What follows belongs to an exercise in optimizing a design on an open flow for small area and a short achievable clock period; a production flow would make more cautious choices. Where RTL was checked, it was by simulation tests only, not by an equivalence proof against the original. The RTL of runs 3 and 4 was laid out without a check of its function. Power and IR drop assume default switching activity.

`flow/run.sh`:
```
#!/bin/bash
# synth_recipe.tcl (not shown) runs the flow's synth.tcl, then flattens the netlist and writes it again
# the make line also repeats each setting of config.mk as NAME=value (left out here)
make -C /OpenROAD-flow-scripts/flow DESIGN_CONFIG=/design/flow/config.mk WORK_HOME=/design/flow/orfs CLKGATE_MAP_FILE= SYNTH_SCRIPT=/design/flow/synth_recipe.tcl finish
```
`flow/config.mk`:
```
export PLATFORM = sky130hd
export DESIGN_NAME = cnn_conv_top
export DESIGN_NICKNAME = cnn_conv_top
export VERILOG_FILES = /design/flow/design.v
export SDC_FILE = /design/flow/constraint.sdc
export NUM_CORES = 4
export LEC_CHECK = 0
export CAP_MARGIN = 20
export CORE_MARGIN = 2
export CORE_UTILIZATION = 45
export PLACE_DENSITY = 0.6
export SLEW_MARGIN = 20
```
`flow/constraint.sdc`:
```
create_clock -name core_clock -period 12.0 [get_ports {clk}]
set_input_delay 2.4000 -clock core_clock [delete_from_list [all_inputs] [get_ports {clk}]]
set_output_delay 2.4000 -clock core_clock [all_outputs]
set_load 0.01 [all_outputs]
```
`flow/design.v`:
```
package cnn_pkg;
	localparam int N_TAPS  = 9;
	localparam int REG_LSB = 2;
	localparam int PIX_LSB = 6;
	localparam logic [3:0] REG_WIDTH_HEIGHT = 4'd0;
	localparam logic [3:0] REG_DELAY        = 4'd1;
	localparam logic [3:0] REG_LAYER_CFG    = 4'd2;
	localparam logic [3:0] REG_WEIGHT       = 4'd3;
	localparam logic [3:0] REG_PARAM        = 4'd4;
	localparam logic [3:0] REG_IMAGE        = 4'd5;
	localparam logic [3:0] REG_START        = 4'd6;
	localparam logic [3:0] REG_DONE         = 4'd7;
endpackage
`timescale 1ns/100ps
module ahb_cfg_slave (
	input  logic        clk,
	input  logic        rstn,
	input  logic        hsel_i,
	input  logic        hready_i,
	input  logic [1:0]  htrans_i,
	input  logic        hwrite_i,
	input  logic [31:0] haddr_i,
	input  logic [31:0] hwdata_i,
	input  logic        busy_i,
	input  logic        busy_n_i,
	input  logic        frame_last_i,
	output logic        start_o,
	output logic        hreadyout_o,
	output logic        hresp_o,
	output logic [31:0] hrdata_o,
	output logic [11:0] width_o,
	output logic [11:0] height_o,
	output logic [11:0] startup_dly_o,
	output logic [11:0] hsync_dly_o,
	output logic        is_conv3x3_o,
	output logic        act_linear_o,
	output logic [4:0]  bias_shift_o,
	output logic [4:0]  out_shift_o,
	output logic [15:0] scale_o,
	output logic [15:0] bias_o,
	output logic [71:0] weights_o,
	output logic        img_we_o,
	output logic [7:0]  img_addr_o,
	output logic [7:0]  img_data_o
);
	logic [3:0]  sel_q;
	logic        wr_q;
	logic [7:0]  pix_idx_q;
	logic        done_q;
	logic [31:0] rdata_q;
	logic        we_dim, we_dly, we_cfg, we_wgt, we_par;
	logic [11:0] width_n, height_n, startup_n, hsync_n;
	logic        conv3_n, linear_n;
	logic [4:0]  bsh_n, osh_n;
	logic [15:0] scale_n, bias_n;
	logic        busy_n, done_n;
	assign hreadyout_o = 1'b1;
	assign hresp_o     = 1'b0;
	always_ff @(posedge clk or negedge rstn) begin
		if (!rstn)
			wr_q <= 1'b0;
		else
			wr_q <= hsel_i && hready_i && htrans_i[1] && hwrite_i;
	end
	always_ff @(posedge clk) begin
		sel_q     <= haddr_i[5:2];
		pix_idx_q <= haddr_i[13:6];
	end
	assign we_dim = wr_q && (sel_q == cnn_pkg::REG_WIDTH_HEIGHT);
	assign we_dly = wr_q && (sel_q == cnn_pkg::REG_DELAY);
	assign we_cfg = wr_q && (sel_q == cnn_pkg::REG_LAYER_CFG);
	assign we_wgt = wr_q && (sel_q == cnn_pkg::REG_WEIGHT);
	assign we_par = wr_q && (sel_q == cnn_pkg::REG_PARAM);
	assign width_n   = we_dim ? hwdata_i[11:0]  : width_o;
	assign height_n  = we_dim ? hwdata_i[27:16] : height_o;
	assign startup_n = we_dly ? hwdata_i[11:0]  : startup_dly_o;
	assign hsync_n   = we_dly ? hwdata_i[23:12] : hsync_dly_o;
	assign conv3_n   = we_cfg ? hwdata_i[0]     : is_conv3x3_o;
	assign linear_n  = we_cfg ? hwdata_i[1]     : act_linear_o;
	assign bsh_n     = we_cfg ? hwdata_i[12:8]  : bias_shift_o;
	assign osh_n     = we_cfg ? hwdata_i[20:16] : out_shift_o;
	assign scale_n   = we_par ? hwdata_i[15:0]  : scale_o;
	assign bias_n    = we_par ? hwdata_i[31:16] : bias_o;
	always_ff @(posedge clk or negedge rstn) begin
		if (!rstn) begin
			width_o       <= 12'd16;
			height_o      <= 12'd16;
			startup_dly_o <= 12'd4;
			hsync_dly_o   <= 12'd2;
			is_conv3x3_o  <= 1'b1;
			act_linear_o  <= 1'b0;
			bias_shift_o  <= '0;
			out_shift_o   <= '0;
			scale_o       <= 16'd1;
			bias_o        <= '0;
		end else begin
			width_o       <= width_n;
			height_o      <= height_n;
			startup_dly_o <= startup_n;
			hsync_dly_o   <= hsync_n;
			is_conv3x3_o  <= conv3_n;
			act_linear_o  <= linear_n;
			bias_shift_o  <= bsh_n;
			out_shift_o   <= osh_n;
			scale_o       <= scale_n;
			bias_o        <= bias_n;
		end
	end
	always_ff @(posedge clk or negedge rstn) begin
		if (!rstn) begin
			weights_o <= '0;
		end else if (we_wgt) begin
			if (hwdata_i[3:0] < 4'd9)
				weights_o[hwdata_i[3:0]*8 +: 8] <= hwdata_i[15:8];
		end
	end
	assign img_we_o   = wr_q && (sel_q == cnn_pkg::REG_IMAGE);
	assign img_addr_o = pix_idx_q;
	assign img_data_o = hwdata_i[7:0];
	assign done_n = start_o ? 1'b0 : (frame_last_i ? 1'b1 : done_q);
	always_ff @(posedge clk or negedge rstn) begin
		if (!rstn) begin
			start_o <= 1'b0;
			done_q  <= 1'b0;
		end else begin
			start_o <= wr_q && (sel_q == cnn_pkg::REG_START) && hwdata_i[0] && !busy_i;
			done_q  <= done_n;
		end
	end
	assign busy_n = busy_n_i;
	always_ff @(posedge clk) begin
		case (haddr_i[5:2])
			cnn_pkg::REG_WIDTH_HEIGHT: rdata_q <= {4'b0, height_n, 4'b0, width_n};
			cnn_pkg::REG_DELAY:        rdata_q <= {8'b0, hsync_n, startup_n};
			cnn_pkg::REG_LAYER_CFG:    rdata_q <= {11'b0, osh_n, 3'b0, bsh_n,
						6'b0, linear_n, conv3_n};
			cnn_pkg::REG_PARAM:        rdata_q <= {bias_n, scale_n};
			cnn_pkg::REG_START:        rdata_q <= {31'b0, busy_n};
			cnn_pkg::REG_DONE:         rdata_q <= {31'b0, done_n};
			default:                   rdata_q <= 32'h0;
		endcase
	end
	assign hrdata_o = rdata_q;
endmodule
`timescale 1ns/100ps
module conv_frame_ctrl (
	input  logic        clk,
	input  logic        rstn,
	input  logic        start_i,
	input  logic [7:0]  width_i,
	input  logic [7:0]  height_i,
	input  logic [11:0] startup_dly_i,
	input  logic [11:0] hsync_dly_i,
	input  logic        is_conv3x3_i,
	output logic [7:0]  rd_addr_o,
	output logic        pad_o,
	output logic [1:0]  tap_r_o,
	output logic [1:0]  tap_c_o,
	output logic        tap_vld_o,
	output logic        first_tap_o,
	output logic        last_tap_o,
	output logic        frame_end_o
);
	logic        run;       
	logic        data;      
	logic [12:0] cnt;       
	logic [7:0]  rows_left;
	logic        first_row;
	logic        first_col;
	logic [1:0]  tr;
	logic [1:0]  tc;
	logic [7:0]  addr;
	logic        cnt_zero;
	logic        last_row;
	logic        tap_last;
	logic        tap_first;
	logic [1:0]  t_init;
	logic [7:0]  step;
	assign cnt_zero  = (cnt == '0);
	assign last_row  = (rows_left == '0);
	assign tap_last  = !is_conv3x3_i || (tr == 2'd2 && tc == 2'd2);
	assign tap_first = !is_conv3x3_i || (tr == 2'd0 && tc == 2'd0);
	assign t_init    = is_conv3x3_i ? 2'd0 : 2'd1;
	always_comb begin
		if (!is_conv3x3_i || tc != 2'd2)
			step = 8'd1;
		else if (tr != 2'd2)
			step = width_i - 8'd2;
		else
			step = ~(width_i << 1);    
	end
	always_ff @(posedge clk or negedge rstn) begin
		if (!rstn) begin
			run       <= 1'b0;
			data      <= 1'b0;
			cnt       <= '0;
			rows_left <= '0;
			first_row <= 1'b0;
			first_col <= 1'b0;
			tr        <= '0;
			tc        <= '0;
			addr      <= '0;
		end else if (!run) begin
			if (start_i) begin
				run       <= 1'b1;
				cnt       <= {1'b0, startup_dly_i} + {1'b0, hsync_dly_i};
				rows_left <= height_i - 8'd1;
				first_row <= 1'b1;
				addr      <= is_conv3x3_i ? ~width_i : 8'd0;    
			end
		end else if (!data) begin
			if (cnt_zero) begin
				data      <= 1'b1;
				cnt       <= {5'b0, width_i - 8'd1};
				first_col <= 1'b1;
				tr        <= t_init;
				tc        <= t_init;
			end else begin
				cnt <= cnt - 13'd1;
			end
		end else begin
			addr <= addr + step;
			if (!tap_last) begin
				if (tc == 2'd2) begin
					tc <= 2'd0;
					tr <= tr + 2'd1;
				end else begin
					tc <= tc + 2'd1;
				end
			end else begin
				tr        <= t_init;
				tc        <= t_init;
				first_col <= 1'b0;
				if (!cnt_zero) begin
					cnt <= cnt - 13'd1;
				end else if (last_row) begin
					run  <= 1'b0;
					data <= 1'b0;
				end else begin
					data      <= 1'b0;
					cnt       <= {1'b0, hsync_dly_i};
					rows_left <= rows_left - 8'd1;
					first_row <= 1'b0;
				end
			end
		end
	end
	assign pad_o = (tr == 2'd0 && first_row) || (tr == 2'd2 && last_row) ||
		       (tc == 2'd0 && first_col) || (tc == 2'd2 && cnt_zero);
	assign rd_addr_o   = addr;
	assign tap_r_o     = tr;
	assign tap_c_o     = tc;
	assign tap_vld_o   = data;
	assign first_tap_o = data && tap_first;
	assign last_tap_o  = data && tap_last;
	assign frame_end_o = data && tap_last && cnt_zero && last_row;
endmodule
`timescale 1ns/100ps
module window_fetch (
	input  logic       clk,
	input  logic       img_we_i,
	input  logic [7:0] img_addr_i,
	input  logic [7:0] img_data_i,
	input  logic [7:0] rd_addr_i,
	input  logic       pad_i,
	output logic [7:0] px_o
);
	logic [7:0] mem [256];
	always_ff @(posedge clk) begin
		if (img_we_i)
			mem[img_addr_i] <= img_data_i;
	end
	always_ff @(posedge clk) begin
		px_o <= pad_i ? 8'd0 : mem[rd_addr_i];
	end
endmodule
`timescale 1ns/100ps
module conv_mac (
	input  logic        clk,
	input  logic        rstn,
	input  logic [7:0]  px_i,
	input  logic [1:0]  tap_r_i,
	input  logic [1:0]  tap_c_i,
	input  logic        tap_vld_i,
	input  logic        first_tap_i,
	input  logic        last_tap_i,
	input  logic        frame_end_i,
	input  logic [71:0] weights_i,
	input  logic [15:0] scale_i,
	input  logic [15:0] bias_i,
	input  logic [4:0]  bias_shift_i,
	input  logic [4:0]  out_shift_i,
	input  logic        act_linear_i,
	input  logic        start_i,
	output logic        busy_o,
	output logic        busy_n_o,
	output logic        pix_vld_o,
	output logic [7:0]  pix_o,
	output logic        frame_last_o
);
	logic [7:0]         wsel;
	logic signed [23:0] m_q;
	logic signed [31:0] prod_q;
	logic signed [47:0] acc_q;
	logic signed [47:0] bias_ext;
	logic               first1, first2;
	logic               last1, last2, last3;
	logic               fend1, fend2, fend3;
	always_comb begin
		case ({tap_r_i, tap_c_i})
			4'b0000: wsel = weights_i[0*8 +: 8];
			4'b0001: wsel = weights_i[1*8 +: 8];
			4'b0010: wsel = weights_i[2*8 +: 8];
			4'b0100: wsel = weights_i[3*8 +: 8];
			4'b0101: wsel = weights_i[4*8 +: 8];
			4'b0110: wsel = weights_i[5*8 +: 8];
			4'b1000: wsel = weights_i[6*8 +: 8];
			4'b1001: wsel = weights_i[7*8 +: 8];
			default: wsel = weights_i[8*8 +: 8];
		endcase
	end
	assign bias_ext = $signed({{32{bias_i[15]}}, bias_i}) <<< bias_shift_i;
	always_ff @(posedge clk) begin
		m_q    <= $signed(wsel) * $signed(scale_i);
		first1 <= first_tap_i;
		prod_q <= $signed({1'b0, px_i}) * m_q;
		first2 <= first1;
		acc_q  <= (first2 ? bias_ext : acc_q) + {{16{prod_q[31]}}, prod_q};
	end
	always_ff @(posedge clk or negedge rstn) begin
		if (!rstn) begin
			last1 <= 1'b0; last2 <= 1'b0; last3 <= 1'b0;
			fend1 <= 1'b0; fend2 <= 1'b0; fend3 <= 1'b0;
			pix_vld_o    <= 1'b0;
			frame_last_o <= 1'b0;
			busy_o       <= 1'b0;
		end else begin
			last1 <= last_tap_i;  fend1 <= frame_end_i;
			last2 <= last1;       fend2 <= fend1;
			last3 <= last2;       fend3 <= fend2;
			pix_vld_o    <= last3;
			frame_last_o <= fend3;
			busy_o       <= busy_n_o;
		end
	end
	assign busy_n_o = start_i | (busy_o & !fend1);
	logic               sgn;
	logic [47:0]        mag;
	logic [47:0]        mask;
	logic               ovf;
	logic signed [47:0] sh;
	logic [7:0]         act;
	assign sgn = acc_q[47];
	assign mag = acc_q ^ {48{sgn}};
	always_comb begin
		for (int i = 0; i < 48; i++)
			mask[i] = (i >= ({1'b0, out_shift_i} + 6'd8 - {5'b0, act_linear_i}));
	end
	assign ovf = |(mag & mask);
	assign sh  = acc_q >>> out_shift_i;
	always_comb begin
		if (act_linear_i)
			act = ovf ? (sgn ? 8'h80 : 8'h7f) : sh[7:0];
		else
			act = sgn ? 8'h00 : (ovf ? 8'hff : sh[7:0]);
	end
	always_ff @(posedge clk)
		pix_o <= act;
endmodule
`timescale 1ns/100ps
module cnn_conv_top #(
	parameter int MAX_W          = 16,
	parameter int MAX_H          = 16,
	parameter int START_UP_DELAY = 4,
	parameter int HSYNC_DELAY    = 2
) (
	input  logic          clk,
	input  logic          rstn,
	input  logic          hsel_i,
	input  logic          hready_i,
	input  logic [1:0]    htrans_i,
	input  logic          hwrite_i,
	input  logic [31:0]   haddr_i,
	input  logic [31:0]   hwdata_i,
	output logic          hreadyout_o,
	output logic          hresp_o,
	output logic [31:0]   hrdata_o,
	output logic [7:0]    pix_o,
	output logic          pix_vld_o,
	output logic          frame_last_o
);
	logic [11:0]       width;
	logic [11:0]       height;
	logic [11:0]       startup_dly;
	logic [11:0]       hsync_dly;
	logic              is_conv3x3;
	logic              act_linear;
	logic [4:0]        bias_shift;
	logic [4:0]        out_shift;
	logic [15:0]       scale;
	logic [15:0]       bias;
	logic [71:0]       weights;
	logic              img_we;
	logic [7:0]        img_addr;
	logic [7:0]        img_data;
	logic              start;
	logic              busy;
	logic              busy_n;
	logic [7:0]        rd_addr;
	logic              pad;
	logic [1:0]        tap_r;
	logic [1:0]        tap_c;
	logic              tap_vld;
	logic              first_tap;
	logic              last_tap;
	logic              frame_end;
	logic [7:0]        px;
	ahb_cfg_slave u_slave (
		.clk(clk), .rstn(rstn),
		.hsel_i(hsel_i), .hready_i(hready_i), .htrans_i(htrans_i),
		.hwrite_i(hwrite_i), .haddr_i(haddr_i), .hwdata_i(hwdata_i),
		.busy_i(busy), .busy_n_i(busy_n), .frame_last_i(frame_last_o), .start_o(start),
		.hreadyout_o(hreadyout_o), .hresp_o(hresp_o), .hrdata_o(hrdata_o),
		.width_o(width), .height_o(height),
		.startup_dly_o(startup_dly), .hsync_dly_o(hsync_dly),
		.is_conv3x3_o(is_conv3x3), .act_linear_o(act_linear),
		.bias_shift_o(bias_shift), .out_shift_o(out_shift),
		.scale_o(scale), .bias_o(bias), .weights_o(weights),
		.img_we_o(img_we), .img_addr_o(img_addr), .img_data_o(img_data)
	);
	conv_frame_ctrl u_ctrl (
		.clk(clk), .rstn(rstn), .start_i(start),
		.width_i(width[7:0]), .height_i(height[7:0]),
		.startup_dly_i(startup_dly), .hsync_dly_i(hsync_dly),
		.is_conv3x3_i(is_conv3x3),
		.rd_addr_o(rd_addr), .pad_o(pad), .tap_r_o(tap_r), .tap_c_o(tap_c),
		.tap_vld_o(tap_vld), .first_tap_o(first_tap), .last_tap_o(last_tap),
		.frame_end_o(frame_end)
	);
	window_fetch u_fetch (
		.clk(clk),
		.img_we_i(img_we), .img_addr_i(img_addr), .img_data_i(img_data),
		.rd_addr_i(rd_addr), .pad_i(pad), .px_o(px)
	);
	conv_mac u_mac (
		.clk(clk), .rstn(rstn),
		.px_i(px), .tap_r_i(tap_r), .tap_c_i(tap_c),
		.tap_vld_i(tap_vld), .first_tap_i(first_tap), .last_tap_i(last_tap),
		.frame_end_i(frame_end),
		.weights_i(weights), .scale_i(scale), .bias_i(bias),
		.bias_shift_i(bias_shift), .out_shift_i(out_shift),
		.act_linear_i(act_linear),
		.busy_o(busy), .busy_n_o(busy_n), .start_i(start),
		.pix_vld_o(pix_vld_o), .pix_o(pix_o), .frame_last_o(frame_last_o)
	);
endmodule
```
==> results_dict.tcl, run 1 <==
set metrics [dict create \
    outcome "timing/DRC/antenna clean" \
    dr.pass1.iters 6 \
    cts-root-buf "clkbuf_16" \
    ys_top_cells_by_area "edfxtp_1 55%, mux4_2 15%, dfrtp_1 4.7%" \
    wire_per_inst_um 26.7 \
    final_util 0.505 \
    synthesis.area_sq_mm 0.111 \
    syn_inst 6649 \
    cp-end-kind "register" \
    grt_usage 0.217 \
    grt_pass1_wl_um 406000 \
    ys_seq_elements 2427 \
    dieArea_sq_mm 0.250 \
    slowest_delay_ns 0.69 \
    fin_skew_ns 0.114 \
    clock.fmax_ghz 0.133 \
    drc 0 \
    cts_setup_buffers 0 \
    critical_path_class "reg -> reg" \
    clock_sinks 2427 \
    synthToLayoutAreaGrowth_pct 11.9 \
    hold_path.class "reg -> reg" \
    ios 115 \
    hold_buffers 0 \
    p_total_mw 25.0 \
    yosys_warnings 4 \
    clk_pin_slew_ns 0.06 \
    drt-total-wl_um 272000 \
    h-tree-depth 5 \
    dr_wl_met2_um 134000 \
    hold_viol 0 \
    p_leak_nw 42.9 \
    drive_gt1_frac 0.197 \
    syn_nets 7167 \
    synth_edf_count 2048 \
    setup_violations 0 \
    placementRows 182 \
    yosysTopAreaCell "edfxtp_1" \
    rsz0062_at_grt "false" \
    crit_top_cell "inv_1" \
    relSlewSlack 0.266 \
    gp_congestion 0.884 \
    via_per_inst 5.87 \
    initial_core_util 0.452 \
    port_buffers 91 \
    drv_cap 0 \
    synth_top_area_frac 0.555 \
    die_y_um 500 \
    slew_viol_final 0 \
    power_density_mw_per_mm2 201 \
    grt-ovfl-total 0 \
    highest_layer "met5" \
    synth_cell_type_count 85 \
    grt_max_degree 209 \
    vias 59700 \
    ant_nets 0 \
    antenna_found_initial 17 \
    numCtsBuffers 276 \
    finalSetupTns_ns 0 \
    crit_fanout 18 \
    cp_data_arrival_time_ns 8.26 \
    finalHoldWorstSlack_ns 0.326 \
    ir_worst_vdd_mv 0.186 \
    wl_met3_um 16400 \
    tightest_slew_ns 1.10 \
    ys_seq_area_frac 0.633 \
    fp.coreArea_sq_mm 0.245 \
    synthArstFlopShare 0.0878 \
    cts_tree "yes" \
    crit_buf_inv 7 \
    min_period_over_period 0.625 \
    drtIter0Drc 5511 \
    fp.dieW_um 500 \
    synth_flop_cell "edfxtp_1" \
    dp_hpwl_um 177000 \
    wirelength_met1_um 114000 \
    startpoint_type "register" \
    crit_slowest_cell "a2111oi_0" \
    cp_top_family "adder cells" \
    nNetsFinal 7283 \
    post_cts_resized 0 \
    syn_area_per_cell_sq_um 16.7 \
    grt_pass1_vias 61300 \
    cts_buffer_depth 4 \
    insertion_delay_ns 0.93 \
    timing.critical_path.required_ns 12.75 \
    fin_crit_ns 7.50 \
]
## state kept, by name (all words and copies together), names as in the netlist, 2 cells and up
| signal | count |
|---|---|
| u_ctrl.addr | 8 |
| u_ctrl.cnt | 13 |
| u_ctrl.rows_left | 8 |
| u_ctrl.tc | 2 |
| u_ctrl.tr | 2 |
| u_fetch.mem | 2048 |
| u_fetch.px_o | 8 |
| u_mac.acc_q | 48 |
| u_mac.m_q | 24 |
| u_mac.pix_o | 8 |
| u_mac.prod_q | 32 |
| u_slave.bias_o | 16 |
| u_slave.bias_shift_o | 5 |
| u_slave.height_o | 12 |
| u_slave.hsync_dly_o | 12 |
| u_slave.out_shift_o | 5 |
| u_slave.pix_idx_q | 8 |
| u_slave.rdata_q | 32 |
| u_slave.scale_o | 16 |
| u_slave.sel_q | 4 |
| u_slave.startup_dly_o | 12 |
| u_slave.weights_o | 72 |
| u_slave.width_o | 12 |
## power by group
part	internal, mW	switching (mW)
Combinational	3.28	3.72
Clock	4.89	3.27
Sequential	9.33	0.502
Total	17.5	7.49
## cell usage after synthesis, types with 50 or more instances
| library cell | n |
|---|---|
| nor2b_1 | 123 |
| mux4_2 | 724 |
| edfxtp_1 | 2048 |
| nand3_1 | 59 |
| inv_1 | 394 |
| a21oi_1 | 193 |
| mux2_2 | 119 |
| nor3_1 | 55 |
| xnor2_1 | 103 |
| nor2_1 | 446 |
| fa_1 | 254 |
| ha_1 | 193 |
| buf_2 | 50 |
| o21ai_0 | 119 |
| buf_1 | 50 |
| xor2_1 | 56 |
| dfxtp_1 | 166 |
| and2_1 | 153 |
| nand2_1 | 287 |
| clkbuf_1 | 237 |
| mux2i_1 | 57 |
| dfrtp_1 | 207 |
## per-layer routing
metal  up-vias  global-route usage
li1      25800                   -
met1     31500               0.300
met2      1921               0.357
met3       430              0.0348
met4         8              0.0634
met5         -                   0
## cell families (layout without fill, tap and decap cells)
group	Yosys count	after routing	synth area share
buffers and inverters	738	1041	0.0256
and+or+nand+nor	1253	1253	0.0534
DFF	2427	2427	0.633
AOI/OAI and AO/OA	723	723	0.0439
muxes	900	900	0.164
other	2	6	0.0000677
xor gates and xnor gates	159	159	0.0126
adders and majority gates	447	447	0.0676
## stage by stage
stage          area (sq um)  cells  worst slack (ns)
6_report             124000  10200              4.50
5_1_grt              124000  10200              4.02
4_1_cts              124000  10200              4.55
3_5_place_dp         115000   9707              4.66
3_3_place_gp         115000   9706              4.75
2_1_floorplan        111000   6649              5.28
## cells in the final DEF, fill, tap and decap left out, drive strengths merged, types with 166 or more instances in the layout
cell    Yosys  layout
edfxtp   2048    2048
mux4      724     724
nor2      446     446
inv       397     403
clkbuf    237     344
nand2     287     287
fa        254     254
dfrtp     207     207
a21oi     194     194
ha        193     193
dfxtp     166     166
## final timing paths
path                              start  depth (start not counted)               endpoint  slack [ns]
max in group asynchronous          rstn                          3  u_slave.weights_o[68]        8.31
min reg2reg                u_mac.first1                          0           u_mac.first2        0.33
min                        u_mac.first1                          0           u_mac.first2        0.33
min in group asynchronous          rstn                          1         u_ctrl.addr[5]        1.49
max                        u_ctrl.tr[0]                         25          u_mac.m_q[22]        4.50
max reg2reg                u_ctrl.tr[0]                         25          u_mac.m_q[22]        4.50
## final cells by class
| class | instances | area (sq um) |
|---|---|---|
| well taps | 3220 | 4030 |
| clock buffers | 344 | 7370 |
| fillers | 20100 | 121000 |
| multi-input cells | 3484 | 38000 |
| flip-flops and latches | 2427 | 70200 |
| inverters | 399 | 1500 |
| repair buffers | 177 | 1690 |
| diodes | 4 | 10.0 |
| clock inverters | 121 | 1310 |
==> inputs of run 2 (changes only) <==
--- a/flow/config.mk
+++ b/flow/config.mk
@@ -6,7 +6,9 @@
 export NUM_CORES = 4
 export LEC_CHECK = 0
+export ABC_CLOCK_PERIOD_IN_PS = 4000
 export CAP_MARGIN = 20
 export CORE_MARGIN = 2
 export CORE_UTILIZATION = 45
 export PLACE_DENSITY = 0.6
+export SETUP_SLACK_MARGIN = 5
 export SLEW_MARGIN = 20
==> results_dict.tcl, run 2 <==
set metrics [dict create \
    synth_cell_type_count 85 \
    clock.fmax_ghz 0.148 \
    synthAdderAreaFrac 0.0676 \
    use_met1 0.300 \
    vias 59800 \
    fin_skew_ns 0.107 \
    fin_ws_ns 5.27 \
    die_y_um 500 \
    synthMuxAreaShare 0.164 \
    placementRows 182 \
    finalSetupTns_ns 0 \
    port_buffers 91 \
    synth_top_area_frac 0.555 \
    p_int_mw 17.5 \
    synth_compound_area_frac 0.0439 \
    insertion_delay_ns 0.93 \
    cp-end-kind "register" \
    critical_path_class "reg -> reg" \
    rrSetupSlack_ns 5.27 \
    fin_crit_ns 6.73 \
    slew_viol_final 0 \
    synth_edf_count 2048 \
    mostFrequentLayoutCells "2048 x edfxtp_1, 724 x mux4_2, 444 x nor2_1, 394 x inv_1, 287 x nand2_1" \
    startpoint "u_ctrl.tr[1]" \
    gr-usage-met2 0.358 \
    cp_data_arrival_time_ns 7.46 \
    dieArea_sq_mm 0.250 \
    wire_per_inst_um 26.7 \
    synthToLayoutAreaGrowth_pct 12.0 \
    fp.dieW_um 500 \
    synthSimpleGateAreaFrac 0.0534 \
    drtIter0Drc 5655 \
    layout_commonest_cell "edfxtp_1" \
    pwr-share-comb 0.281 \
    dp_hpwl_um 177000 \
    reg.largest.list "u_fetch.mem x2048, u_slave.weights_o x72, u_mac.acc_q x48" \
    drc 0 \
    setup_violations 0 \
    syn_nets 7167 \
    yosys_warnings 4 \
    hold_viol 0 \
    outcome "timing/DRC/antenna clean" \
    min_period_over_period 0.561 \
    reg2regPathDepth 25 \
    rsz0062_at_grt "false" \
    power_density_mw_per_mm2 201 \
    synthesis.area_sq_mm 0.111 \
    crit_fanout 26 \
    startpoint_type "register" \
    ios 115 \
    grt-busiest-layer "met2" \
    dr.pass1.iters 6 \
    ys_seq_area_frac 0.633 \
    crit_slowest_cell "fa_1" \
    syn_inst 6649 \
    hold_path.class "reg -> reg" \
    grt_max_degree 209 \
    antenna_found_initial 18 \
    grt-ovfl-total 0 \
    nNetsFinal 7291 \
    n_fill_cell 20100 \
    drt-total-wl_um 272000 \
    switching_power_mw 7.51 \
    synth_top_family_by_area "multiplexers" \
    clk_pin_slew_ns 0.06 \
    pwr-share-clk 0.326 \
    grtUsageMet3 0.0348 \
    largest-register "u_fetch.mem" \
    p_seq_frac 0.393 \
    finalHoldWorstSlack_ns 0.327 \
    ant_nets 0 \
    syn_area_per_cell_sq_um 16.7 \
    synth_common_cells "2048 x edfxtp_1, 724 x mux4_2, 446 x nor2_1, 394 x inv_1, 287 x nand2_1" \
    dp_slack_ns 4.66 \
    cts_tree "yes" \
    slowest_delay_ns 0.57 \
    gp_congestion 0.884 \
    synth_xor_area_frac 0.0126 \
    timing.critical_path.required_ns 12.72 \
    grt_pass1_wl_um 406000 \
    drive_gt1_frac 0.199 \
    synthArstFlopShare 0.0878 \
    synth_flop_cell "edfxtp_1" \
    via_per_inst 5.87 \
    grt_pass1_vias 61300 \
    numCtsBuffers 276 \
    drv_cap 0 \
    ys_seq_elements 2427 \
    crit_top_cell "fa_1" \
    p_leak_nw 42.9 \
    ys_top_cells_by_area "edfxtp_1 55%, mux4_2 15%, dfrtp_1 4.7%" \
    endpoint "u_mac.m_q[22]" \
    yosysTopAreaCell "edfxtp_1" \
    ir_worst_vdd_mv 0.187 \
    reg2reg_to "u_mac.m_q[22]" \
    yosysMostFrequentCell "edfxtp_1" \
    cts-root-buf "clkbuf_16" \
    initial_core_util 0.452 \
    cts_buffer_depth 4 \
    sw_frac_of_total 0.300 \
    tightest_slew_ns 1.12 \
    largest_reg_flops 2048 \
    h-tree-depth 5 \
    reg2reg_from "u_ctrl.tr[1]" \
    fp.coreArea_sq_mm 0.245 \
    clock_sinks 2427 \
    relSlewSlack 0.251 \
    grt_usage 0.217 \
]
==> run 2: cell count changes in the layout (fill, tap and decap cells not counted), sizes merged <==
cell   delta
buf       +8
diode     +1
==> run 2: how the worst min path moves through the flow <==
stage | startpoint | to | slack, ns | cells past startpoint
2_1_floorplan | u_mac.first1 | u_mac.first2 | 0.31 | 0
3_3_place_gp | u_mac.first1 | u_mac.first2 | 0.32 | 0
3_5_place_dp | u_mac.first1 | u_mac.first2 | 0.33 | 0
4_1_cts | u_mac.first1 | u_mac.first2 | 0.32 | 0
5_1_grt | u_mac.first1 | u_mac.first2 | 0.33 | 0
6_report | u_mac.first1 | u_mac.first2 | 0.33 | 0
==> run 2: layout make-up <==
cell class	instances	area, sq um	area share
Sequential cell	2427	70200	0.565
Multi-Input combinational cell	3484	38100	0.306
Clock buffer	344	7370	0.0593
Tap cell	3220	4030	0.0324
Timing Repair Buffer	185	1750	0.0141
Inverter	399	1500	0.0121
Clock inverter	121	1310	0.0105
Antenna cell	5	12.5	0.000101
==> run 2: routing by layer <==
| metal | vias up | wire [um] |
|---|---|---|
| met3 | 422 | 16300 |
| met4 | 10 | 7540 |
| met1 | 31600 | 114000 |
| met2 | 1876 | 134000 |
| met5 | - | 53 |
| li1 | 25900 | - |
==> run 2: power groups by stage <==
| stage | clock network, mW | logic, mW | registers, mW |
|---|---|---|---|
| floorplan | 0 | 4.92 | 9.66 |
| global placement | 0 | 7.06 | 10.0 |
| detailed placement | 0 | 7.11 | 10.0 |
| CTS | 8.30 | 7.13 | 9.84 |
| global route | 8.63 | 7.46 | 9.87 |
| finish | 8.17 | 7.02 | 9.84 |
==> run 2: cells by family (layout without fill, tap and decap cells) <==
family                     Yosys count  after routing
other                                2              7
buffers and inverters              738           1049
xor gates and xnor gates           159            159
AOI/OAI and AO/OA                  723            723
and+or+nand+nor                   1253           1253
muxes                              900            900
adders and majority gates          447            447
DFF                               2427           2427
==> run 2: worst max-delay path: cells and delay by family, from the launching register on <==
kind,cells,cell delay [ns]
AO/OA/AOI/OAI,10,2.06
XOR/XNOR,1,0.15
buffers and inverters,5,0.67
AND/OR/NAND/NOR,3,0.63
adder cells (fa/ha/maj),6,2.62
flip-flops,1,0.41
==> run 2: repair_timing <==
action                     CTS  global route
gates resized for setup      6            14
pin swaps                    0             3
cloned                       0             1
hold buffers                 0             0
setup endpoints to repair    5             4
setup buffers                2             5
==> run 2: through the flow <==
stage | total power, mW | cell area (sq um) | utilization | cells
finish | 25.0 | 124000 | 0.506 | 10200
global route | 26.0 | 124000 | 0.506 | 10200
CTS | 25.3 | 124000 | 0.505 | 10200
detailed placement | 17.1 | 115000 | 0.470 | 9707
global placement | 17.1 | 115000 | 0.470 | 9706
floorplan | 14.6 | 111000 | - | 6649
==> inputs of run 3 (changes only) <==
--- a/flow/design.v
+++ b/flow/design.v
@@ -157,4 +157,6 @@
 	output logic [1:0]  tap_r_o,
 	output logic [1:0]  tap_c_o,
+	output logic [1:0]  tap_r_n_o,
+	output logic [1:0]  tap_c_n_o,
 	output logic        tap_vld_o,
 	output logic        first_tap_o,
@@ -248,4 +250,13 @@
 	assign pad_o = (tr == 2'd0 && first_row) || (tr == 2'd2 && last_row) ||
 		       (tc == 2'd0 && first_col) || (tc == 2'd2 && cnt_zero);
+	always_comb begin
+		if (data && !tap_last) begin
+			tap_r_n_o = (tc == 2'd2) ? tr + 2'd1 : tr;
+			tap_c_n_o = (tc == 2'd2) ? 2'd0 : tc + 2'd1;
+		end else begin
+			tap_r_n_o = t_init;
+			tap_c_n_o = t_init;
+		end
+	end
 	assign rd_addr_o   = addr;
 	assign tap_r_o     = tr;
@@ -280,6 +291,6 @@
 	input  logic        rstn,
 	input  logic [7:0]  px_i,
-	input  logic [1:0]  tap_r_i,
-	input  logic [1:0]  tap_c_i,
+	input  logic [1:0]  tap_r_n_i,
+	input  logic [1:0]  tap_c_n_i,
 	input  logic        tap_vld_i,
 	input  logic        first_tap_i,
@@ -299,32 +310,97 @@
 	output logic        frame_last_o
 );
-	logic [7:0]         wsel;
-	logic signed [23:0] m_q;
-	logic signed [31:0] prod_q;
-	logic signed [47:0] acc_q;
-	logic signed [47:0] bias_ext;
+	logic [7:0]         wsel_n;
+	logic [23:0]        m_n;
+	logic [23:0]        m_q;
+	logic [41:0]        ps_n, pc_n;
+	logic [41:0]        ps_q, pc_q;
+	logic [41:0]        acc_q;
+	logic [41:0]        be_q;
+	logic [47:0]        be_full;
+	logic [41:0]        be_n;
+	assign be_full = {{32{bias_i[15]}}, bias_i} << bias_shift_i;
+	assign be_n    = (&be_full[47:40] || !(|be_full[47:40])) ? be_full[41:0] :
+			 {be_full[47], 1'b1, 40'd0};
 	logic               first1, first2;
 	logic               last1, last2, last3;
 	logic               fend1, fend2, fend3;
 	always_comb begin
-		case ({tap_r_i, tap_c_i})
-			4'b0000: wsel = weights_i[0*8 +: 8];
-			4'b0001: wsel = weights_i[1*8 +: 8];
-			4'b0010: wsel = weights_i[2*8 +: 8];
-			4'b0100: wsel = weights_i[3*8 +: 8];
-			4'b0101: wsel = weights_i[4*8 +: 8];
-			4'b0110: wsel = weights_i[5*8 +: 8];
-			4'b1000: wsel = weights_i[6*8 +: 8];
-			4'b1001: wsel = weights_i[7*8 +: 8];
-			default: wsel = weights_i[8*8 +: 8];
+		case ({tap_r_n_i, tap_c_n_i})
+			4'b0000: wsel_n = weights_i[0*8 +: 8];
+			4'b0001: wsel_n = weights_i[1*8 +: 8];
+			4'b0010: wsel_n = weights_i[2*8 +: 8];
+			4'b0100: wsel_n = weights_i[3*8 +: 8];
+			4'b0101: wsel_n = weights_i[4*8 +: 8];
+			4'b0110: wsel_n = weights_i[5*8 +: 8];
+			4'b1000: wsel_n = weights_i[6*8 +: 8];
+			4'b1001: wsel_n = weights_i[7*8 +: 8];
+			default: wsel_n = weights_i[8*8 +: 8];
 		endcase
 	end
-	assign bias_ext = $signed({{32{bias_i[15]}}, bias_i}) <<< bias_shift_i;
+	logic [8:0]  wx;
+	logic [3:0][3:0] bsel_n;
+	logic [3:0][3:0] bsel_q;
+	logic [16:0] nscale_q;
+	logic [23:0] brow [4];
+	logic [23:0] bs1, bc1, bs2, bc2;
+	assign wx = {wsel_n, 1'b0};
+	always_comb begin
+		for (int j = 0; j < 4; j++) begin
+			logic [2:0] b;
+			b = wx[2*j +: 3];
+			bsel_n[j][0] = (b == 3'b001) || (b == 3'b010);    
+			bsel_n[j][1] = (b == 3'b011);                     
+			bsel_n[j][2] = (b == 3'b101) || (b == 3'b110);    
+			bsel_n[j][3] = (b == 3'b100);                     
+		end
+	end
+	always_comb begin
+		for (int j = 0; j < 4; j++) begin
+			logic [17:0] bmag;
+			bmag    = ({18{bsel_q[j][0]}} & {{2{scale_i[15]}}, scale_i}) |
+				  ({18{bsel_q[j][1]}} & {scale_i[15], scale_i, 1'b0}) |
+				  ({18{bsel_q[j][2]}} & {nscale_q[16], nscale_q}) |
+				  ({18{bsel_q[j][3]}} & {nscale_q, 1'b0});
+			brow[j] = 24'({{6{bmag[17]}}, bmag} << (2*j));
+		end
+	end
+	assign bs1 = brow[0] ^ brow[1] ^ brow[2];
+	assign bc1 = {(brow[0] & brow[1] | brow[0] & brow[2] | brow[1] & brow[2]), 1'b0};
+	assign bs2 = bs1 ^ bc1 ^ brow[3];
+	assign bc2 = {(bs1 & bc1 | bs1 & brow[3] | bc1 & brow[3]), 1'b0};
+	assign m_n = bs2 + bc2;
+	logic [41:0] pr [8];
+	logic [41:0] s1a, c1a, s1b, c1b, s2a, c2a, s2b, c2b, s3, c3;
+	always_comb begin
+		for (int j = 0; j < 8; j++)
+			pr[j] = px_i[j] ? ({{18{m_q[23]}}, m_q} << j) : 42'd0;
+	end
+	assign s1a = pr[0] ^ pr[1] ^ pr[2];
+	assign c1a = {(pr[0] & pr[1] | pr[0] & pr[2] | pr[1] & pr[2]), 1'b0};
+	assign s1b = pr[3] ^ pr[4] ^ pr[5];
+	assign c1b = {(pr[3] & pr[4] | pr[3] & pr[5] | pr[4] & pr[5]), 1'b0};
+	assign s2a = s1a ^ c1a ^ s1b;
+	assign c2a = {(s1a & c1a | s1a & s1b | c1a & s1b), 1'b0};
+	assign s2b = c1b ^ pr[6] ^ pr[7];
+	assign c2b = {(c1b & pr[6] | c1b & pr[7] | pr[6] & pr[7]), 1'b0};
+	assign s3 = s2a ^ c2a ^ s2b;
+	assign c3 = {(s2a & c2a | s2a & s2b | c2a & s2b), 1'b0};
+	assign ps_n = s3 ^ c3 ^ c2b;
+	assign pc_n = {(s3 & c3 | s3 & c2b | c3 & c2b), 1'b0};
+	logic [41:0] as_n, ac_n;
+	logic [41:0] base;
+	assign base = first2 ? be_q : acc_q;
+	assign as_n = base ^ ps_q ^ pc_q;
+	assign ac_n = {(base[40:0] & ps_q[40:0]) | (base[40:0] & pc_q[40:0]) | (ps_q[40:0] & pc_q[40:0]), 1'b0};
 	always_ff @(posedge clk) begin
-		m_q    <= $signed(wsel) * $signed(scale_i);
+		bsel_q   <= bsel_n;
+		nscale_q <= -{scale_i[15], scale_i};
+		be_q   <= be_n;
+		m_q    <= m_n;
 		first1 <= first_tap_i;
-		prod_q <= $signed({1'b0, px_i}) * m_q;
+		ps_q   <= ps_n;
+		pc_q   <= pc_n;
 		first2 <= first1;
-		acc_q  <= (first2 ? bias_ext : acc_q) + {{16{prod_q[31]}}, prod_q};
+		acc_q  <= as_n + ac_n;
 	end
 	always_ff @(posedge clk or negedge rstn) begin
@@ -346,17 +422,25 @@
 	assign busy_n_o = start_i | (busy_o & !fend1);
 	logic               sgn;
-	logic [47:0]        mag;
-	logic [47:0]        mask;
+	logic [47:0]        x;
+	logic [5:0]         thr_q;
+	logic [5:0]         blk;
+	logic [7:0]         xb;
+	logic [7:0]         lomask;
 	logic               ovf;
-	logic signed [47:0] sh;
+	logic [41:0]        sh;
 	logic [7:0]         act;
-	assign sgn = acc_q[47];
-	assign mag = acc_q ^ {48{sgn}};
+	always_ff @(posedge clk)
+		thr_q <= {1'b0, out_shift_i} + 6'd8 - {5'b0, act_linear_i};
+	assign sgn = acc_q[41];
+	assign x   = {6'd0, acc_q ^ {42{sgn}}};
 	always_comb begin
-		for (int i = 0; i < 48; i++)
-			mask[i] = (i >= ({1'b0, out_shift_i} + 6'd8 - {5'b0, act_linear_i}));
+		for (int a = 0; a < 6; a++)
+			blk[a] = (|x[8*a +: 8]) && (3'(a) > thr_q[5:3]);
+		xb = x[8*thr_q[5:3] +: 8];
+		for (int b = 0; b < 8; b++)
+			lomask[b] = (3'(b) >= thr_q[2:0]);
 	end
-	assign ovf = |(mag & mask);
-	assign sh  = acc_q >>> out_shift_i;
+	assign ovf = (|blk) || (|(xb & lomask));
+	assign sh  = $signed(acc_q) >>> out_shift_i;
 	always_comb begin
 		if (act_linear_i)
@@ -411,4 +495,6 @@
 	logic [1:0]        tap_r;
 	logic [1:0]        tap_c;
+	logic [1:0]        tap_r_n;
+	logic [1:0]        tap_c_n;
 	logic              tap_vld;
 	logic              first_tap;
@@ -434,5 +520,5 @@
 		.startup_dly_i(startup_dly), .hsync_dly_i(hsync_dly),
 		.is_conv3x3_i(is_conv3x3),
-		.rd_addr_o(rd_addr), .pad_o(pad), .tap_r_o(tap_r), .tap_c_o(tap_c),
+		.rd_addr_o(rd_addr), .pad_o(pad), .tap_r_o(tap_r), .tap_c_o(tap_c), .tap_r_n_o(tap_r_n), .tap_c_n_o(tap_c_n),
 		.tap_vld_o(tap_vld), .first_tap_o(first_tap), .last_tap_o(last_tap),
 		.frame_end_o(frame_end)
@@ -445,5 +531,5 @@
 	conv_mac u_mac (
 		.clk(clk), .rstn(rstn),
-		.px_i(px), .tap_r_i(tap_r), .tap_c_i(tap_c),
+		.px_i(px), .tap_r_n_i(tap_r_n), .tap_c_n_i(tap_c_n),
 		.tap_vld_i(tap_vld), .first_tap_i(first_tap), .last_tap_i(last_tap),
 		.frame_end_i(frame_end),
==> flow/flow/run.sh (new file) <==
#!/bin/bash
# Standard layout, with the timing repair steps aiming at a larger setup margin.
set -euo pipefail
bash standard.sh SETUP_SLACK_MARGIN=8 finish > standard_flow.log 2>&1
==> flow/standard.sh (new file) <==
#!/bin/bash
# synth_recipe.tcl (not shown) runs the flow's synth.tcl, then flattens the netlist and writes it again
# the make line also repeats each setting of config.mk as NAME=value (left out here)
make -C /OpenROAD-flow-scripts/flow DESIGN_CONFIG=/design/flow/config.mk WORK_HOME=/design/flow/orfs CLKGATE_MAP_FILE= SYNTH_SCRIPT=/design/flow/synth_recipe.tcl "${@:-finish}"
==> flow/config.mk (replaced) <==
export PLATFORM = sky130hd
export DESIGN_NAME = cnn_conv_top
export DESIGN_NICKNAME = cnn_conv_top
export VERILOG_FILES = /design/flow/design.v
export SDC_FILE = /design/flow/constraint.sdc
export NUM_CORES = 4
export LEC_CHECK = 0
export CAP_MARGIN = 20
export CORE_MARGIN = 2
export CORE_UTILIZATION = 50
export PLACE_DENSITY = 0.62
export SLEW_MARGIN = 20
removed: flow/run.sh
==> results_dict.tcl, run 3 <==
set metrics [dict create \
    grt_pass1_vias 59000 \
    fp.coreArea_sq_mm 0.220 \
    numCtsBuffers 282 \
    timing.critical_path.required_ns 12.51 \
    synth_top_family_by_area "multiplexers" \
    grt_usage 0.238 \
    min_period_over_period 0.344 \
    cts_tree "yes" \
    h-tree-depth 5 \
    layout_commonest_cell "edfxtp_1" \
    place_inst 9127 \
    cp_data_arrival_time_ns 4.64 \
    synth_flop_cell "edfxtp_1" \
    drc 0 \
    dieArea_sq_mm 0.225 \
    grt_pass1_wl_um 396000 \
    synth_edf_count 2048 \
    power_density_mw_per_mm2 210 \
    vias 58500 \
    fp.dieW_um 474 \
    ys_top_cells_by_area "edfxtp_1 56%, mux4_2 15%, dfxtp_1 4.9%" \
    crit_buf_inv 0 \
    ys_seq_area_frac 0.653 \
    ios 115 \
    reg2reg_to "u_fetch.mem[234][2]" \
    cp_top_family "simple AND/OR/NAND/NOR gates" \
    rsz0062_at_grt "true" \
    drtIter0Drc 6300 \
    synth_common_cells "2048 x edfxtp_1, 716 x mux4_2, 421 x nor2_1, 269 x nand2_1, 268 x dfxtp_1" \
    ant_nets 0 \
    synth_compound_area_frac 0.0413 \
    highest_layer "met5" \
    cp-end-kind "register" \
    synthMuxAreaShare 0.173 \
    dr_wl_met2_um 131000 \
    synth_xor_area_frac 0.0104 \
    holdCritStartpoint "u_mac.last2" \
    placementRows 172 \
    crit_fanout 16 \
    tightest_slew_ns 1.15 \
    ir_worst_vdd_mv 0.151 \
    reg2reg_from "u_slave.sel_q[0]" \
    holdPathEnd "u_mac.last3" \
    crit_slowest_cell "nor2_1" \
    grt_max_degree 140 \
    drive_gt1_frac 0.244 \
    via_per_inst 6.05 \
    synthArstFlopShare 0.0842 \
    fin_skew_ns 0.0670 \
    cts_buffer_depth 4 \
    synth_top_area_frac 0.556 \
    largest_reg_flops 2048 \
    reg2regPathDepth 6 \
    dp_hpwl_um 165000 \
    die_y_um 474 \
    wire_per_inst_um 27.6 \
    initial_core_util 0.503 \
    nNetsFinal 6915 \
    wirelength_met1_um 112000 \
    worstPathCellList "nor2b_1, and2_1, nand2_1, nor2_1, nand3_1, nor2_1" \
    reg.largest.list "u_fetch.mem x2048, u_slave.weights_o x72" \
    grt-ovfl-total 0 \
    relSlewSlack 0.230 \
    finalSetupTns_ns 0 \
    syn_area_per_cell_sq_um 17.3 \
    insertion_delay_ns 0.92 \
    drt-total-wl_um 267000 \
    fin_crit_ns 4.13 \
    clock_sinks 2529 \
    syn_inst 6384 \
    startpoint_type "register" \
    startpoint "u_slave.sel_q[0]" \
    gp_congestion 0.849 \
    dr.pass1.iters 8 \
    largest-register "u_fetch.mem" \
    drv_cap 0 \
    antenna_found_initial 5 \
    fin_cells 9664 \
    synthToLayoutAreaGrowth_pct 12.7 \
    hold_buffers 0 \
    outcome "timing/DRC/antenna clean" \
    hold_path.class "reg -> reg" \
    ys_seq_elements 2529 \
    slew_viol_final 0 \
    wl_met3_um 15200 \
    hold_viol 0 \
    yosys_warnings 6 \
    clock.fmax_ghz 0.242 \
    yosysMostFrequentCell "edfxtp_1" \
    synthAdderAreaFrac 0.0534 \
    yosysTopAreaCell "edfxtp_1" \
    critical_path_class "reg -> reg" \
    slowest_delay_ns 0.94 \
    rrSetupSlack_ns 7.87 \
    min_path_cells 0 \
    synthesis.area_sq_mm 0.111 \
    setup_violations 0 \
    cts-root-buf "clkbuf_16" \
    clk_pin_slew_ns 0.06 \
    synthSimpleGateAreaFrac 0.0454 \
    synth_cell_type_count 84 \
    syn_nets 6792 \
    port_buffers 91 \
    crit_top_cell "nor2_1" \
    p_leak_nw 42.0 \
    mostFrequentLayoutCells "2048 x edfxtp_1, 716 x mux4_2, 386 x nor2_1, 290 x clkbuf_16, 265 x nand2_1" \
]
[run 3: routing by layer]
metal,global-route usage,up-vias
met5,0,-
met1,0.335,31000
met2,0.389,1902
met3,0.0339,427
li1,-,25100
met4,0.0682,4
[run 3: cell families after synthesis]
family,count (synthesis)
DFF,2529
and+or+nand+nor,1084
muxes,992
AOI/OAI and AO/OA,666
buffers and inverters,643
adders and majority gates,337
xor gates and xnor gates,131
other,2
[run 3: area by class of cell]
| type | instances | area [sq um] |
|---|---|---|
| fillers | 16800 | 95100 |
| flip-flops and latches | 2529 | 72300 |
| multi-input cells | 3212 | 36500 |
| clock buffers | 372 | 7700 |
| well taps | 2958 | 3700 |
| repair buffers | 224 | 2550 |
| inverters | 258 | 980 |
| clock inverters | 106 | 866 |
| diodes | 5 | 12.5 |
[run 3: timing repair]
item,4_1_cts,5_1_grt
pin swaps,30,14
setup buffers,37,4
setup endpoints to repair,274,425
endpoints found under the hold margin,0,0
cloned,10,2
resized for setup,218,77
[run 3: how the worst max path moves through the flow]
stage / end / slack [ns] / cells after the start
3_5_place_dp: u_slave.weights_o[61] / 6.32 / 8
4_1_cts: u_fetch.mem[234][2] / 7.93 / 6
3_3_place_gp: u_slave.weights_o[60] / 6.38 / 8
2_1_floorplan: u_slave.weights_o[56] / 7.82 / 9
6_report: u_fetch.mem[234][2] / 7.87 / 6
5_1_grt: u_fetch.mem[236][7] / 7.78 / 6
[run 3: power breakdown]
group          switching (mW)  total (mW)  internal [mW]
clock network            3.37        8.14           4.77
registers               0.589        10.4           9.79
logic                    3.94        7.60           3.67
total                    7.89        26.1           18.2
[run 3: per-stage QoR]
stage | setup WS (ns) | util | hold WS (ns) | total power, mW | instance area [sq um]
after global placement | 6.38 | 0.521 | 0.317 | 17.8 | 114000
after detailed placement | 6.32 | 0.521 | 0.325 | 17.8 | 114000
after CTS | 7.93 | 0.565 | 0.289 | 26.3 | 124000
after global routing | 7.78 | 0.567 | 0.331 | 27.1 | 125000
final | 7.87 | 0.567 | 0.296 | 26.1 | 125000
after floorplan | 7.82 | - | 0.310 | 15.4 | 111000
==> inputs of run 4 (changes only) <==
--- a/flow/config.mk
+++ b/flow/config.mk
@@ -8,5 +8,7 @@
 export CAP_MARGIN = 20
 export CORE_MARGIN = 2
-export CORE_UTILIZATION = 50
-export PLACE_DENSITY = 0.62
+export CORE_UTILIZATION = 60
+export CTS_CLUSTER_DIAMETER = 150
+export CTS_CLUSTER_SIZE = 30
+export PLACE_DENSITY = 0.68
 export SLEW_MARGIN = 20
==> results_dict.tcl, run 4 <==
set metrics [dict create \
    p_total_mw 21.8 \
    numCtsBuffers 94 \
    largest_reg_flops 2048 \
    port_buffers 91 \
    fp.dieW_um 433 \
    fp.coreArea_sq_mm 0.183 \
    grt_max_degree 152 \
    cts_buffer_depth 3 \
    gr-usage-met2 0.454 \
    antenna_found_initial 4 \
    synth_top_area_frac 0.556 \
    ios 115 \
    drc 0 \
    finalSetupTns_ns 0 \
    vias 57200 \
    synth_flop_cell "edfxtp_1" \
    clock.fmax_ghz 0.247 \
    insertion_delay_ns 0.80 \
    yosys_warnings 6 \
    cts_tree "yes" \
    grtUsageMet3 0.0325 \
    synthesis.area_sq_mm 0.111 \
    reg2reg_from "u_slave.sel_q[0]" \
    worstPathCellList "nor2b_1, nand2_1, nor3b_1, nand2_1, nor2_1" \
    grt-ovfl-total 0 \
    drtIter0Drc 6122 \
    final_util 0.643 \
    cp-end-kind "register" \
    ant_nets 0 \
    layout_commonest_cell "edfxtp_1" \
    holdCritStartpoint "u_mac.fend3" \
    fin_crit_ns 4.05 \
    holdPathEnd "u_mac.frame_last_o" \
    relSlewSlack 0.236 \
    outcome "timing/DRC/antenna clean" \
    drive_gt1_frac 0.206 \
    slew_viol_final 0 \
    fin_cells 8844 \
    clk_pin_slew_ns 0.12 \
    min_path_cells 0 \
    cts-root-buf "clkbuf_16" \
    drt-total-wl_um 256000 \
    grt-busiest-layer "met2" \
    syn_inst 6384 \
    rsz0062_at_grt "true" \
    reg.largest.list "u_fetch.mem x2048, u_slave.weights_o x72" \
    h-tree-depth 3 \
    wire_per_inst_um 29.0 \
    startpoint "u_slave.sel_q[0]" \
    tightest_slew_ns 1.14 \
    hold_viol 0 \
    place_inst 8637 \
    initial_core_util 0.604 \
    power_density_mw_per_mm2 185 \
    placementRows 157 \
    reg2reg_to "u_fetch.mem[153][6]" \
    grt_pass1_wl_um 380000 \
    setup_violations 0 \
    gp_congestion 0.931 \
    startpoint_type "register" \
    grt_pass1_vias 57300 \
    p_leak_nw 39.1 \
    ys_top_cells_by_area "edfxtp_1 56%, mux4_2 15%, dfxtp_1 4.9%" \
    yosysTopAreaCell "edfxtp_1" \
    min_period_over_period 0.337 \
    largest-register "u_fetch.mem" \
    synth_edf_count 2048 \
    via_per_inst 6.47 \
    fin_skew_ns 0.0618 \
    die_y_um 433 \
    synthToLayoutAreaGrowth_pct 6.42 \
    dp_hpwl_um 164000 \
    clock_sinks 2529 \
    timing.critical_path.required_ns 12.42 \
    crit_fanout 16 \
    crit_slowest_cell "nor3b_1" \
    nNetsFinal 6730 \
    mostFrequentLayoutCells "2048 x edfxtp_1, 716 x mux4_2, 405 x nor2_1, 268 x nand2_1, 253 x inv_1" \
    synth_common_cells "2048 x edfxtp_1, 716 x mux4_2, 421 x nor2_1, 269 x nand2_1, 268 x dfxtp_1" \
    ys_seq_elements 2529 \
    yosysMostFrequentCell "edfxtp_1" \
    ys_seq_area_frac 0.653 \
    drv_cap 0 \
    syn_nets 6792 \
    grt_usage 0.276 \
    hold_path.class "reg -> reg" \
    slowest_delay_ns 0.96 \
    ir_worst_vdd_mv 0.151 \
    use_met1 0.388 \
    synth_cell_type_count 84 \
    cp_data_arrival_time_ns 4.46 \
    reg2regPathDepth 5 \
    dieArea_sq_mm 0.188 \
    dr.pass1.iters 9 \
    crit_top_cell "nand2_1" \
    syn_area_per_cell_sq_um 17.3 \
    synthArstFlopShare 0.0842 \
    hold_buffers 0 \
    critical_path_class "reg -> reg" \
    rrSetupSlack_ns 7.95 \
]
[run 4: cell types whose count changed in the layout (fill, tap and decap cells not counted), moves of 8 or more]
| cell | previous run | this run |
|---|---|---|
| clkbuf_1 | 66 | 51 |
| clkbuf_8 | 19 | 3 |
| nor2_1 | 386 | 405 |
| inv_6 | 10 | 0 |
| clkbuf_16 | 290 | 95 |
| dlygate4sd2_1 | 31 | 42 |
| nor2_2 | 33 | 14 |
| buf_4 | 91 | 99 |
| bufinv_16 | 13 | 0 |
| a211oi_1 | 30 | 39 |
| clkinv_2 | 24 | 0 |
| clkinv_1 | 52 | 2 |
[run 4: layout make-up]
type	count	area [sq um]
clock buffers	146	2560
repair buffers	227	2370
fillers	12900	65400
diodes	1	2.50
inverters	258	972
flip-flops and latches	2529	72300
multi-input cells	3212	36200
clock inverters	7	163
well taps	2464	3080
[run 4: per-layer routing]
metal	wire length, um	share of wire	vias up
met4	9820	0.038	2
met1	104000	0.40	30300
li1	-	-	24600
met3	14600	0.057	354
met2	128000	0.50	1977
met5	13	0.000051	-
[run 4: worst max-delay path: cells and delay by family (launching register included)]
kind / cells / cell delay, ns
and+or+nand+nor: 5 / 3.15
DFF: 1 / 0.49
[run 4: metrics by stage]
stage               area [sq um]  hold WS (ns)  setup WS, ns
CTS                       117000         0.361          7.96
finish                    118000         0.359          7.95
detailed placement        114000         0.335          6.44
global route              118000         0.375          7.91
global placement          114000         0.335          6.55
floorplan                 111000         0.310          7.82
[run 4: worst max path at each step]
stage / end / depth (start not counted)
5_1_grt: u_mac.m_q[22] / 15
3_5_place_dp: u_slave.weights_o[59] / 8
2_1_floorplan: u_slave.weights_o[56] / 9
3_3_place_gp: u_slave.weights_o[57] / 8
4_1_cts: u_fetch.mem[197][3] / 5
6_report: u_fetch.mem[153][6] / 5
[run 4: logic make-up after synthesis]
| kind of cell | synth area share |
|---|---|
| AOI/OAI and AO/OA | 0.0413 |
| other | 0.0000679 |
| DFF | 0.653 |
| adders and majority gates | 0.0534 |
| buffers and inverters | 0.0233 |
| xor gates and xnor gates | 0.0104 |
| muxes | 0.173 |
| and+or+nand+nor | 0.0454 |
[run 4: power by group]
group	leakage, nW	internal, mW	switching, mW
Combinational	14.5	3.53	3.79
Sequential	23.3	9.77	0.647
Clock	1.29	1.52	2.57
Total	39.1	14.8	7.00
[run 4: what timing repair did]
| action | 4_1_cts | 5_1_grt |
|---|---|---|
| setup endpoints to repair | 496 | 357 |
| buffers inserted | 34 | 12 |
| gates cloned | 4 | 1 |
| resized for setup | 138 | 68 |
| pin swaps | 8 | 22 |

[separate check: timing with driven ports]
Ports are ideal in the flow. The routed layouts listed here were re-timed in OpenROAD. Step 1, drivers: a clkbuf_16 drives clk and a buf_2 each remaining input, both assumed. Step 2 adds t to the input delays and takes it off the output delays; t is the mean of the earliest and latest rising clock arrival at the registers after step 1. Input paths then give back, and output paths get back, about the clock's delay inside the block. a / b / c = no drivers / after step 1 / after step 2; a / b = the first two.
run	t (ns)	slack for setup (ns)	pins driven straight from the clock port
run 1	0.971	4.495 / 4.495 / 4.495	1
run 2	0.975	5.266 / 5.266 / 5.266	1
run 3	0.977	7.868 / 7.868 / 7.062	1
run 4	0.856	7.953 / 7.953 / 7.152	1
After both steps setup and hold are still met in every run listed. The setup slack of run 3, which loses most, moves by 0.000 ns with the drivers and by -0.806 ns with both steps.
